Background: an optimization exercise with open tools, aiming at a short achievable clock period and few clock cycles. Do not read the settings as production practice. Function was checked by simulation only, so behaviour that the tests miss may differ from the original. No activity file was given, so power comes from the tool's default toggle rates.

==> flow/design.v (excerpt) <==
module kill_search_engine #(
   parameter int MAX_DEPTH   = 9,
   parameter int MOVE_W      = 8,
   parameter int NODE_BUDGET = 4096
) (
   input  logic              i_clk,
   input  logic              i_rst,
   input  logic              i_start,
   input  logic              i_abort,
   input  logic [4:0]        i_depth,
   input  logic [1:0]        i_side,
   input  gobang_pkg::board_t i_board,
   output logic              o_q_valid,
   input  logic              i_q_ready,
   output gobang_pkg::board_t o_q_board,
   output logic [4:0]        o_q_level,
   output logic [MOVE_W-1:0] o_q_after,
   input  logic              i_r_valid,
   input  logic              i_r_found,
   input  logic [MOVE_W-1:0] i_r_move,
   input  logic              i_r_win,
   output logic              o_busy,
   output logic              o_finish,
   output logic              o_sha,
   output logic [MOVE_W-1:0] o_first_move,
   output logic              o_timeout
);
   localparam int                CELLS   = gobang_pkg::CELLS;
   localparam int                ROWS    = (CELLS + 15) / 16;
   localparam logic [MOVE_W-1:0] NOMV    = MOVE_W'(gobang_pkg::NO_MOVE);
   localparam logic [3:0]        LIM_MAX = 4'(MAX_DEPTH - 1);
   logic              qv_q, wt_q, fin_q, bad_q;
   logic              qv_d, wt_d, fin_d;
   logic              q_valid_q, busy_q, finish_q;
   logic              found_q, occupied_q;
   logic              sha_q, sha_d;
  ...
For scale: roughly 5700 cells after synthesis, about 1000 flip-flops, roughly 950 I/O pins, roughly 51000 µm² of cells after synthesis.
==> module kill_stack, before the edit <==
module kill_stack #(
   parameter int DEPTH = 8,
   parameter int W     = 8,
   parameter int N     = 225
) (
   input  logic         i_clk,
   input  logic         i_push,
   input  logic         i_pop1,
   input  logic         i_pop2,
   input  logic [W-1:0] i_data,
   output logic [W-1:0] o_top,
   output logic [W-1:0] o_sec,
   output logic [N-1:0] o_top_1h,
   output logic [N-1:0] o_sec_1h
);
   logic [DEPTH-1:0][W-1:0] mem_q, mem_d;
   logic [N-1:0]            top_1h_q, sec_1h_q;
   logic [N-1:0]            data_1h, third_1h, fourth_1h;
   assign o_top    = mem_q[0];
   assign o_sec    = mem_q[1];
   assign o_top_1h = top_1h_q;
   assign o_sec_1h = sec_1h_q;
   always_comb begin
      for (int i = 0; i < N; i++) begin
         data_1h[i]   = (i_data == W'(i));
         third_1h[i]  = (mem_q[2] == W'(i));
         fourth_1h[i] = (mem_q[3] == W'(i));
      end
   end
   always_comb begin
      mem_d = mem_q;
      if (i_push)      mem_d = {mem_q[DEPTH-2:0], i_data};
      else if (i_pop1) mem_d = {{W{1'b1}}, mem_q[DEPTH-1:1]};
      else if (i_pop2) mem_d = {{2*W{1'b1}}, mem_q[DEPTH-1:2]};
   end
   always_ff @(posedge i_clk) begin
      mem_q <= mem_d;
      if (i_push) begin
         top_1h_q <= data_1h;
         sec_1h_q <= top_1h_q;
      end else if (i_pop1) begin
         top_1h_q <= sec_1h_q;
         sec_1h_q <= third_1h;
      end else if (i_pop2) begin
         top_1h_q <= third_1h;
         sec_1h_q <= fourth_1h;
      end
   end
endmodule
Settings: LEC_CHECK=0, ABC_CLOCK_PERIOD_IN_PS=2000, CAP_MARGIN=20, CELL_PAD_IN_SITES_DETAIL_PLACEMENT=1, CELL_PAD_IN_SITES_GLOBAL_PLACEMENT=2, CORE_MARGIN=2, CORE_UTILIZATION=30, SETUP_SLACK_MARGIN=5.0, SLEW_MARGIN=20; clock period 7.0 ns.
standard.sh (not shown) runs the stock make flow with config.mk's settings and CLKGATE_MAP_FILE= SYNTH_SCRIPT=/design/flow/synth_recipe.tcl, a recipe that flattens the netlist after the stock synthesis.
==> flow/flow/run.sh <==
#!/bin/bash
# Layout flow: the standard layout (standard.sh), unchanged except that
# buffer_ports puts a sky130_fd_sc_hd__buf_4 on every input and output port
# instead of the slow delay cell (clkdlybuf4s50_1) it picks by default.
# make's full output goes to standard_flow.log; ORFS keeps each step's log
# under orfs/logs as usual.
set -euo pipefail
bash standard.sh 'BUFFER_PORTS_ARGS=-buffer_cell sky130_fd_sc_hd__buf_4' finish \
   > standard_flow.log 2>&1
Testbench counts at the start, summed over its fixed seeds: cycles 88,809.
Change:
--- a/flow/design.v
+++ b/flow/design.v
@@ -31,42 +31,25 @@
    output logic [W-1:0] o_sec,
    output logic [N-1:0] o_top_1h,
    output logic [N-1:0] o_sec_1h
 );
    logic [DEPTH-1:0][W-1:0] mem_q, mem_d;
-   logic [N-1:0]            top_1h_q, sec_1h_q;
-   logic [N-1:0]            data_1h, third_1h, fourth_1h;
-   assign o_top    = mem_q[0];
-   assign o_sec    = mem_q[1];
-   assign o_top_1h = top_1h_q;
-   assign o_sec_1h = sec_1h_q;
+   assign o_top = mem_q[0];
+   assign o_sec = mem_q[1];
    always_comb begin
       for (int i = 0; i < N; i++) begin
-         data_1h[i]   = (i_data == W'(i));
-         third_1h[i]  = (mem_q[2] == W'(i));
-         fourth_1h[i] = (mem_q[3] == W'(i));
+         o_top_1h[i] = (mem_q[0] == W'(i));
+         o_sec_1h[i] = (mem_q[1] == W'(i));
       end
    end
    always_comb begin
       mem_d = mem_q;
       if (i_push)      mem_d = {mem_q[DEPTH-2:0], i_data};
       else if (i_pop1) mem_d = {{W{1'b1}}, mem_q[DEPTH-1:1]};
       else if (i_pop2) mem_d = {{2*W{1'b1}}, mem_q[DEPTH-1:2]};
    end
-   always_ff @(posedge i_clk) begin
-      mem_q <= mem_d;
-      if (i_push) begin
-         top_1h_q <= data_1h;
-         sec_1h_q <= top_1h_q;
-      end else if (i_pop1) begin
-         top_1h_q <= sec_1h_q;
-         sec_1h_q <= third_1h;
-      end else if (i_pop2) begin
-         top_1h_q <= third_1h;
-         sec_1h_q <= fourth_1h;
-      end
-   end
+   always_ff @(posedge i_clk) mem_q <= mem_d;
 endmodule
 module kill_search_engine #(
    parameter int MAX_DEPTH   = 9,
    parameter int MOVE_W      = 8,
    parameter int NODE_BUDGET = 4096
Outcome: Power shrinks by 28%. Hold slack improved by 8.5 ps. Setup slack loses 290 ps. Non-clock buffer count came out lower by 444. Register-to-register slack improves by 180 ps. Die area falls by 44%. Sequential share of layout area falls by 3.9 points. Cell count fell by 35%. Synthesized cell count is lower by 39%.
Testbench counts after the change, summed over its fixed seeds: cycles 88,809.


kill_search_engine, a different RTL version from the one above (not shown whole).
Size: roughly 1000 flip-flops, about 950 I/O pins, about 52000 sq um of cells after synthesis.
Settings: LEC_CHECK=0, ABC_CLOCK_PERIOD_IN_PS=2000, CAP_MARGIN=20, CELL_PAD_IN_SITES_DETAIL_PLACEMENT=1, CELL_PAD_IN_SITES_GLOBAL_PLACEMENT=2, CORE_MARGIN=2, CORE_UTILIZATION=30, SETUP_SLACK_MARGIN=5.0, SLEW_MARGIN=20, SYNTH_HIERARCHICAL=1; clock period 7.0 ns.
Scripts as last shown in full above: flow/flow/run.sh
The baseline produced a clean layout.
Testbench counts at the start, summed over its fixed seeds: cycles 88,809.
Rerun with:
--- a/flow/design.v
+++ b/flow/design.v
@@ -250,35 +250,35 @@
                             ((board_q[2*i] && !clr[i]) || (set[i] && code[0]));
          board_d[2*i + 1] = start ? root[2*i + 1] :
                             ((board_q[2*i + 1] && !clr[i]) || (set[i] && code[1]));
       end
    end
    kill_stack #(
       .DEPTH (MAX_DEPTH - 1),
       .W     (MOVE_W),
       .N     (CELLS)
    ) u_stack (
       .i_clk    (i_clk),
-      .i_push   (act_push_q && !bad_q),
-      .i_pop1   (act_pop1_q && !bad_q),
-      .i_pop2   (act_pop2_q && !bad_q),
+      .i_push   (act_push_q),
+      .i_pop1   (act_pop1_q),
+      .i_pop2   (act_pop2_q),
       .i_data   (mv_q),
       .o_top    (stk_top),
       .o_sec    (stk_sec),
       .o_top_1h (stk_top_1h),
       .o_sec_1h (stk_sec_1h)
    );
    assign lim_new = (int'(i_depth) >= MAX_DEPTH) ? 5'(LIM_MAX) : i_depth;
    always_ff @(posedge i_clk) begin
-      act_push_q <= set_ok1;
-      act_pop1_q <= resp && i_r_found && pop1_ok1;
+      act_push_q <= set_ok1 && cell_empty;
+      act_pop1_q <= resp && i_r_found && pop1_ok1 && cell_empty;
       act_pop2_q <= (resp && !i_r_found) || bad_q;
       mv_q       <= i_r_move;
       occupied_q <= !cell_empty;
       redo_level_q <= lvl_dec2_q;
       redo_lvl0_q  <= lvl0_q;
       redo_lvl1_q  <= lvl1_q;
       level_q    <= level_d;
       lvl_inc_q  <= level_d + 4'd1;
       lvl_dec_q  <= level_d - 4'd1;
       lvl_dec2_q <= level_d - 4'd2;
       lvl0_q     <= (level_d == 4'd0);
=>
- The new run produced a clean layout
- clock-buffer cell count does not change
- cell area decreases by 9.8%
- worst setup slack gains 160 ps
- routed wire length decreases by about 5.5%
- area after synthesis decreases by about 0.5%
- sequential power increases by about 4%
- first-iteration DRC count decreases by 6.3%
Testbench counts after the change, summed over its fixed seeds: cycles 88,809.


kill_search_engine, a different RTL version from the one above (not shown whole).
Size: about 5400 cells after synthesis, ~950 I/O pins, about 51000 um2 of cells after synthesis.
Settings: LEC_CHECK=0, ABC_CLOCK_PERIOD_IN_PS=2000, CAP_MARGIN=20, CELL_PAD_IN_SITES_DETAIL_PLACEMENT=1, CELL_PAD_IN_SITES_GLOBAL_PLACEMENT=2, CORE_MARGIN=2, CORE_UTILIZATION=30, SETUP_SLACK_MARGIN=5.0, SLEW_MARGIN=20; clock period 7.0 ns.
Scripts as last shown in full above: flow/flow/run.sh
Testbench counts at the start, summed over its fixed seeds: cycles 88,809.
Then changed:
--- a/flow/design.v
+++ b/flow/design.v
@@ -94,16 +94,17 @@
    output logic              o_timeout
 );
    localparam int                CELLS   = gobang_pkg::CELLS;
    localparam int                ROWS    = (CELLS + 15) / 16;
    localparam logic [MOVE_W-1:0] NOMV    = MOVE_W'(gobang_pkg::NO_MOVE);
    localparam logic [3:0]        LIM_MAX = 4'(MAX_DEPTH - 1);
    logic              qv_q, wt_q, fin_q, bad_q;
-   logic              qv_d, wt_d, fin_d, bad_d;
+   logic              qv_d, wt_d, fin_d;
    logic              q_valid_q, busy_q, finish_q;
+   logic              found_q, occupied_q;
    logic              sha_q, sha_d;
    logic [MOVE_W-1:0] first_q, first_d;
    logic              act_push_q, act_pop1_q, act_pop2_q;
    logic [MOVE_W-1:0] mv_q;
    logic [2*CELLS-1:0] board_q, board_d;  
    logic [3:0]        level_q, level_d, lim_q;
    logic [3:0]        lvl_inc_q, lvl_dec_q, lvl_dec2_q;
@@ -150,15 +151,14 @@
    assign pop1_ok1 = i_r_win || (at_lim_q && !atk);
    assign desc_ok1 = !i_r_win && !at_lim_q;
    assign next_ok1 = !i_r_win && at_lim_q && atk;
    always_comb begin
       qv_d    = qv_q;
       wt_d    = wt_q;
       fin_d   = 1'b0;
-      bad_d   = 1'b0;
       sha_d   = sha_q;
       first_d = first_q;
       if (idle) begin
          if (i_start) begin
             qv_d    = 1'b1;
             sha_d   = 1'b0;
             first_d = NOMV;
@@ -183,39 +183,39 @@
          end else if (i_r_valid) begin
             wt_d    = 1'b0;
             fin_d   = i_r_found ? fin_ok1 : (lvl0_q || lvl1_q);
             qv_d    = i_r_found ? !fin_ok1 : !(lvl0_q || lvl1_q);
             sha_d   = i_r_found ? fin_ok1 : lvl1_q;
             first_d = i_r_found ? (fin_ok1 ? i_r_move : NOMV) :
                                   (lvl1_q ? stk_top : NOMV);
-            bad_d   = i_r_found && !cell_empty;
          end
       end
    end
+   assign bad_q = found_q && occupied_q;
    always_ff @(posedge i_clk or posedge i_rst) begin
       if (i_rst) begin
          qv_q      <= 1'b0;
          wt_q      <= 1'b0;
          fin_q     <= 1'b0;
-         bad_q     <= 1'b0;
+         found_q   <= 1'b0;
          sha_q     <= 1'b0;
          first_q   <= NOMV;
          q_valid_q <= 1'b0;
          busy_q    <= 1'b0;
          finish_q  <= 1'b0;
       end else begin
          qv_q      <= qv_d;
          wt_q      <= wt_d;
          fin_q     <= fin_d;
-         bad_q     <= bad_d;
+         found_q   <= resp && i_r_found;
          sha_q     <= sha_d;
          first_q   <= first_d;
-         q_valid_q <= qv_d && !bad_d;
-         busy_q    <= qv_d || wt_d || bad_d;
-         finish_q  <= fin_d && !bad_d;
+         q_valid_q <= qv_d;
+         busy_q    <= qv_d || wt_d;
+         finish_q  <= fin_d;
       end
    end
    always_comb begin
       level_d = level_q;
       after_d = after_q;
       if (start) begin
          level_d = 4'd0;
@@ -254,29 +254,30 @@
    end
    kill_stack #(
       .DEPTH (MAX_DEPTH - 1),
       .W     (MOVE_W),
       .N     (CELLS)
    ) u_stack (
       .i_clk    (i_clk),
-      .i_push   (act_push_q && !bad_q),
-      .i_pop1   (act_pop1_q && !bad_q),
-      .i_pop2   (act_pop2_q && !bad_q),
+      .i_push   (act_push_q),
+      .i_pop1   (act_pop1_q),
+      .i_pop2   (act_pop2_q),
       .i_data   (mv_q),
       .o_top    (stk_top),
       .o_sec    (stk_sec),
       .o_top_1h (stk_top_1h),
       .o_sec_1h (stk_sec_1h)
    );
    assign lim_new = (int'(i_depth) >= MAX_DEPTH) ? 5'(LIM_MAX) : i_depth;
    always_ff @(posedge i_clk) begin
-      act_push_q <= set_ok1;
-      act_pop1_q <= resp && i_r_found && pop1_ok1;
+      act_push_q <= set_ok1 && cell_empty;
+      act_pop1_q <= resp && i_r_found && pop1_ok1 && cell_empty;
       act_pop2_q <= (resp && !i_r_found) || bad_q;
       mv_q       <= i_r_move;
+      occupied_q <= !cell_empty;
       redo_level_q <= lvl_dec2_q;
       redo_lvl0_q  <= lvl0_q;
       redo_lvl1_q  <= lvl1_q;
       level_q    <= level_d;
       lvl_inc_q  <= level_d + 4'd1;
       lvl_dec_q  <= level_d - 4'd1;
       lvl_dec2_q <= level_d - 4'd2;
@@ -288,17 +289,17 @@
          at_lim_q <= (lim_new == 5'd0);
          lim_q    <= lim_new[3:0];
          side_q   <= i_side;
       end else begin
          at_lim_q <= (level_d == lim_q);
       end
    end
-   assign o_q_valid    = q_valid_q;
-   assign o_busy       = busy_q;
-   assign o_finish     = finish_q;
+   assign o_q_valid    = q_valid_q && !bad_q;
+   assign o_busy       = busy_q || bad_q;
+   assign o_finish     = finish_q && !bad_q;
    assign o_q_board    = board_q;
    assign o_q_level    = {1'b0, level_q};
    assign o_q_after    = after_q;
    assign o_sha        = sha_q;
    assign o_first_move = first_q;
    assign o_timeout    = 1'b0;
 endmodule
The changed run completed without violations.
Sequential power increases by about 5%.
Setup slack gets better by 0.022 ns.
Count of clock-buffer cells in the layout decreases by 11.
Core utilization decreases by 2.4 points.
Synthesized cell count increases by 4.9%.
Clock skew increases by 0.0067 ns.
Testbench counts after the change, summed over its fixed seeds: cycles 88,809.

==> separate check: timing with driven ports <==
The flow's constraints put no driver on any port. The routed layouts listed below were extracted and timed again, unchanged, in two steps.
Step 1 (the two cells are an assumption about what drives the block):
set clk [get_ports {i_clk}]
set_driving_cell -lib_cell sky130_fd_sc_hd__clkbuf_16 $clk
set_driving_cell -lib_cell sky130_fd_sc_hd__buf_2 [delete_from_list [all_inputs] $clk]
Step 2, shift: input delay + t, output delay - t, t = (earliest + latest rising clock arrival at the registers) / 2. This alone moves slack from input paths to output paths.
Three values: no drivers, after step 1, after step 2; two values: the first two.
| run | t, ns | setup slack, ns | worst setup path at the end | pins driven straight from the clock port |
|---|---|---|---|---|
| the first run of note 1 | 0.889 | 3.859 / 3.728 / 2.838 | input to register | 1 |
| the second run of note 1 | 0.720 | 3.566 / 3.409 / 2.689 | input to register | 1 |
| the first run of note 2 | 0.903 | 3.685 / 3.611 / 3.030 | input to register | 1 |
| the second run of note 2 | 0.887 | 3.842 / 3.730 / 2.843 | input to register | 1 |
| the first run of note 3 | 0.891 | 3.758 / 3.389 / 2.499 | input to register | 1 |
| the second run of note 3 | 0.890 | 3.780 / 3.693 / 2.810 | input to register | 1 |
After both steps setup and hold are still met in every run listed. The setup slack of the first run of note 3, which loses most, moves by -0.369 ns with the drivers and by -1.259 ns with both steps.
